Source: an optimization exercise on an open RTL-to-GDS flow (aim: small area). Production flows keep margins and buffers that such runs may drop.
In this exercise RTL edits were held to simulation tests only and were not proved equivalent to the original.

Setup of lane 1:
==> flow/design.v <==
module id_stage #(
   parameter int WORD_WIDTH = 32,
   parameter int REG_COUNT  = 32,
   parameter int CNT_WIDTH  = 16
) (
   input  logic                  CLK,
   input  logic                  RST_N,
   input  logic [WORD_WIDTH-1:0] IR_in,
   input  logic [WORD_WIDTH-1:0] PC4_in,
   input  logic                  IF_valid,
   input  logic                  flush,
   input  logic                  RegWrite_WB,
   input  logic [4:0]            WriteReg_WB,
   input  logic [WORD_WIDTH-1:0] WriteData_WB,
   input  logic                  MemRead_EX,
   input  logic [4:0]            Rt_EX,
   output logic [WORD_WIDTH-1:0] A_0,
   output logic [WORD_WIDTH-1:0] B_0,
   output logic [5:0]            Out31_26_0,
   output logic [5:0]            Out5_0_0,
   output logic [4:0]            Out25_21_0,
   output logic [4:0]            Out20_16_0,
   output logic [4:0]            Out15_11_0,
   output logic [4:0]            Out10_6_0,
   output logic [WORD_WIDTH-1:0] PC4_out,
   output logic                  valid_out,
   output logic                  stall,
   output logic [CNT_WIDTH-1:0]  stall_cnt
);
   logic [WORD_WIDTH-1:0] ir_q, ir_d;
   logic [WORD_WIDTH-1:0] pc4_q, pc4_d;
   logic                  valid_q, valid_d;
   logic [CNT_WIDTH-1:0]  cnt_q, cnt_d;
   logic [WORD_WIDTH-1:0] rf_q [1:REG_COUNT-1];
   logic [REG_COUNT-1:1]  wr_q;
   logic [5:0]            opcode, funct;
   logic [4:0]            rs, rt, rd, shamt;
   logic                  uses_rt;
   logic [REG_COUNT-1:1]  we;
   logic [REG_COUNT-1:1]  sel_a, sel_b;
   logic                  byp_a, byp_b;
   assign opcode = ir_q[31:26];
   assign rs     = ir_q[25:21];
   assign rt     = ir_q[20:16];
   assign rd     = ir_q[15:11];
   assign shamt  = ir_q[10:6];
   assign funct  = ir_q[5:0];
   assign uses_rt = (opcode == 6'd0) | (opcode == 6'd4) |
                    (opcode == 6'd5) | (opcode == 6'd43);
   assign stall = valid_q & MemRead_EX & (Rt_EX != 5'd0) &
                  ((Rt_EX == rs) | (uses_rt & (Rt_EX == rt)));
   assign byp_a = ~stall & RegWrite_WB & (rs != 5'd0) & (WriteReg_WB == rs);
   assign byp_b = ~stall & RegWrite_WB & (rt != 5'd0) & (WriteReg_WB == rt);
   for (genvar i = 1; i < REG_COUNT; i++) begin : g_sel
      assign we[i]    = RegWrite_WB & (WriteReg_WB == i);
      assign sel_a[i] = ~stall & ~byp_a & wr_q[i] & (rs == i);
      assign sel_b[i] = ~stall & ~byp_b & wr_q[i] & (rt == i);
   end
   always_comb begin
      A_0 = byp_a ? WriteData_WB : '0;
      B_0 = byp_b ? WriteData_WB : '0;
      for (int i = 1; i < REG_COUNT; i++) begin
         A_0 = A_0 | (rf_q[i] & {WORD_WIDTH{sel_a[i]}});
         B_0 = B_0 | (rf_q[i] & {WORD_WIDTH{sel_b[i]}});
      end
   end
   always_comb begin
      ir_d    = IR_in;
      pc4_d   = PC4_in;
      valid_d = IF_valid;
      if (flush) begin
         ir_d    = '0;
         pc4_d   = '0;
         valid_d = 1'b0;
      end else if (stall) begin
         ir_d    = ir_q;
         pc4_d   = pc4_q;
         valid_d = valid_q;
      end
   end
   always_comb begin
      cnt_d = cnt_q;
      if (stall && !flush && cnt_q != {CNT_WIDTH{1'b1}})
         cnt_d = cnt_q + 1'b1;
   end
   always_ff @(posedge CLK or negedge RST_N) begin
      if (!RST_N) begin
         ir_q    <= '0;
         pc4_q   <= '0;
         valid_q <= 1'b0;
         cnt_q   <= '0;
         wr_q    <= '0;
      end else begin
         ir_q    <= ir_d;
         pc4_q   <= pc4_d;
         valid_q <= valid_d;
         cnt_q   <= cnt_d;
         wr_q    <= wr_q | we;
      end
   end
   always_ff @(posedge CLK) begin
      for (int i = 1; i < REG_COUNT; i++)
         if (we[i]) rf_q[i] <= WriteData_WB;
   end
   assign Out31_26_0 = stall ? '0 : opcode;
   assign Out25_21_0 = stall ? '0 : rs;
   assign Out20_16_0 = stall ? '0 : rt;
   assign Out15_11_0 = stall ? '0 : rd;
   assign Out10_6_0  = stall ? '0 : shamt;
   assign Out5_0_0   = stall ? '0 : funct;
   assign valid_out  = stall ? 1'b0 : valid_q;
   assign PC4_out    = pc4_q;
   assign stall_cnt  = cnt_q;
endmodule
Settings: LEC_CHECK=0, CAP_MARGIN=20, CORE_MARGIN=2, CORE_UTILIZATION=25, PLACE_DENSITY=0.45, SLEW_MARGIN=20; clock period 7.5 ns.
run.sh (not shown) runs the stock make flow with config.mk's settings and CLKGATE_MAP_FILE= SYNTH_SCRIPT=/design/flow/synth_recipe.tcl, a recipe that flattens the netlist after the stock synthesis.
The flow for lane 1 finished, though final verification flagged negative setup slack.
Input changes introduced in lane 2 (baseline for comparison: lane 1):
--- a/flow/design.v
+++ b/flow/design.v
@@ -30,41 +30,32 @@
    logic [WORD_WIDTH-1:0] ir_q, ir_d;
    logic [WORD_WIDTH-1:0] pc4_q, pc4_d;
    logic                  valid_q, valid_d;
    logic [CNT_WIDTH-1:0]  cnt_q, cnt_d;
-   logic [WORD_WIDTH-1:0] rf_q [1:REG_COUNT-1];
-   logic [REG_COUNT-1:1]  wr_q;
+   logic [WORD_WIDTH-1:0] rf_q [REG_COUNT];
    logic [5:0]            opcode, funct;
    logic [4:0]            rs, rt, rd, shamt;
-   logic                  uses_rt;
-   logic [REG_COUNT-1:1]  we;
-   logic [REG_COUNT-1:1]  sel_a, sel_b;
-   logic                  byp_a, byp_b;
+   logic                  wr_en, uses_rt;
+   logic [WORD_WIDTH-1:0] rs_val, rt_val;
    assign opcode = ir_q[31:26];
    assign rs     = ir_q[25:21];
    assign rt     = ir_q[20:16];
    assign rd     = ir_q[15:11];
    assign shamt  = ir_q[10:6];
    assign funct  = ir_q[5:0];
+   assign wr_en = RegWrite_WB & (WriteReg_WB != 5'd0);
+   always_comb begin
+      rs_val = rf_q[rs];
+      rt_val = rf_q[rt];
+      if (wr_en && WriteReg_WB == rs) rs_val = WriteData_WB;
+      if (wr_en && WriteReg_WB == rt) rt_val = WriteData_WB;
+      if (rs == 5'd0) rs_val = '0;
+      if (rt == 5'd0) rt_val = '0;
+   end
    assign uses_rt = (opcode == 6'd0) | (opcode == 6'd4) |
                     (opcode == 6'd5) | (opcode == 6'd43);
    assign stall = valid_q & MemRead_EX & (Rt_EX != 5'd0) &
                   ((Rt_EX == rs) | (uses_rt & (Rt_EX == rt)));
-   assign byp_a = ~stall & RegWrite_WB & (rs != 5'd0) & (WriteReg_WB == rs);
-   assign byp_b = ~stall & RegWrite_WB & (rt != 5'd0) & (WriteReg_WB == rt);
-   for (genvar i = 1; i < REG_COUNT; i++) begin : g_sel
-      assign we[i]    = RegWrite_WB & (WriteReg_WB == i);
-      assign sel_a[i] = ~stall & ~byp_a & wr_q[i] & (rs == i);
-      assign sel_b[i] = ~stall & ~byp_b & wr_q[i] & (rt == i);
-   end
-   always_comb begin
-      A_0 = byp_a ? WriteData_WB : '0;
-      B_0 = byp_b ? WriteData_WB : '0;
-      for (int i = 1; i < REG_COUNT; i++) begin
-         A_0 = A_0 | (rf_q[i] & {WORD_WIDTH{sel_a[i]}});
-         B_0 = B_0 | (rf_q[i] & {WORD_WIDTH{sel_b[i]}});
-      end
-   end
    always_comb begin
       ir_d    = IR_in;
       pc4_d   = PC4_in;
       valid_d = IF_valid;
@@ -88,21 +79,24 @@
          ir_q    <= '0;
          pc4_q   <= '0;
          valid_q <= 1'b0;
          cnt_q   <= '0;
-         wr_q    <= '0;
       end else begin
          ir_q    <= ir_d;
          pc4_q   <= pc4_d;
          valid_q <= valid_d;
          cnt_q   <= cnt_d;
-         wr_q    <= wr_q | we;
       end
    end
-   always_ff @(posedge CLK) begin
-      for (int i = 1; i < REG_COUNT; i++)
-         if (we[i]) rf_q[i] <= WriteData_WB;
+   always_ff @(posedge CLK or negedge RST_N) begin
+      if (!RST_N) begin
+         for (int i = 0; i < REG_COUNT; i++) rf_q[i] <= '0;
+      end else if (wr_en) begin
+         rf_q[WriteReg_WB] <= WriteData_WB;
+      end
    end
+   assign A_0        = stall ? '0 : rs_val;
+   assign B_0        = stall ? '0 : rt_val;
    assign Out31_26_0 = stall ? '0 : opcode;
    assign Out25_21_0 = stall ? '0 : rs;
    assign Out20_16_0 = stall ? '0 : rt;
    assign Out15_11_0 = stall ? '0 : rd;
Findings:
- Lane 2 completed; timing, DRC and antenna clean
- Comparing lane 1 and lane 2, highest net fanout along the worst path is lower on lane 1.
- Lane 2 — simple-gate share of the synthesized area 4.7 points lower, lane 1 as reference
- Final cell count went up slightly going from lane 1 to lane 2.
- Looking at commonest non-fill, non-tap cell in the layout, the sky130_fd_sc_hd__dfrtp_1 result is from lane 2; the sky130_fd_sc_hd__edfxtp_1 one comes from lane 1.
- The wire length in lane 2 was lower than what lane 1 gave.
- Diff lane 1..lane 2 | endpoint required time on the critical path | negligible
- Worst hold slack delta for lane 2 relative to lane 1: 15 ps higher

-- what the ideal ports hide --
How much do the figures lean on ideal ports? The routed layouts below were timed once more, with nothing changed but the port constraints. Step 1 (the two cells are an assumption about what drives the block):
set clk [get_ports {CLK}]
set_driving_cell -lib_cell sky130_fd_sc_hd__clkbuf_16 $clk
set_driving_cell -lib_cell sky130_fd_sc_hd__buf_2 [delete_from_list [all_inputs] $clk]
Step 2 moves the port delays by t, midway between the first and last clock arrival at a register: inputs arrive t later, outputs are due t later. That takes back most of the time a late clock gives input paths. a / b / c = ideal / step 1 / step 2; a / b = the first two.
run | t (ns) | slack for setup (ns) | clock arrival spread, ns
lane 1 | 0.915 | -0.109 / -0.207 / -0.023 | 0.058 / 0.057
lane 2 | 0.909 | 0.323 / 0.233 / 0.794 | 0.051 / 0.050
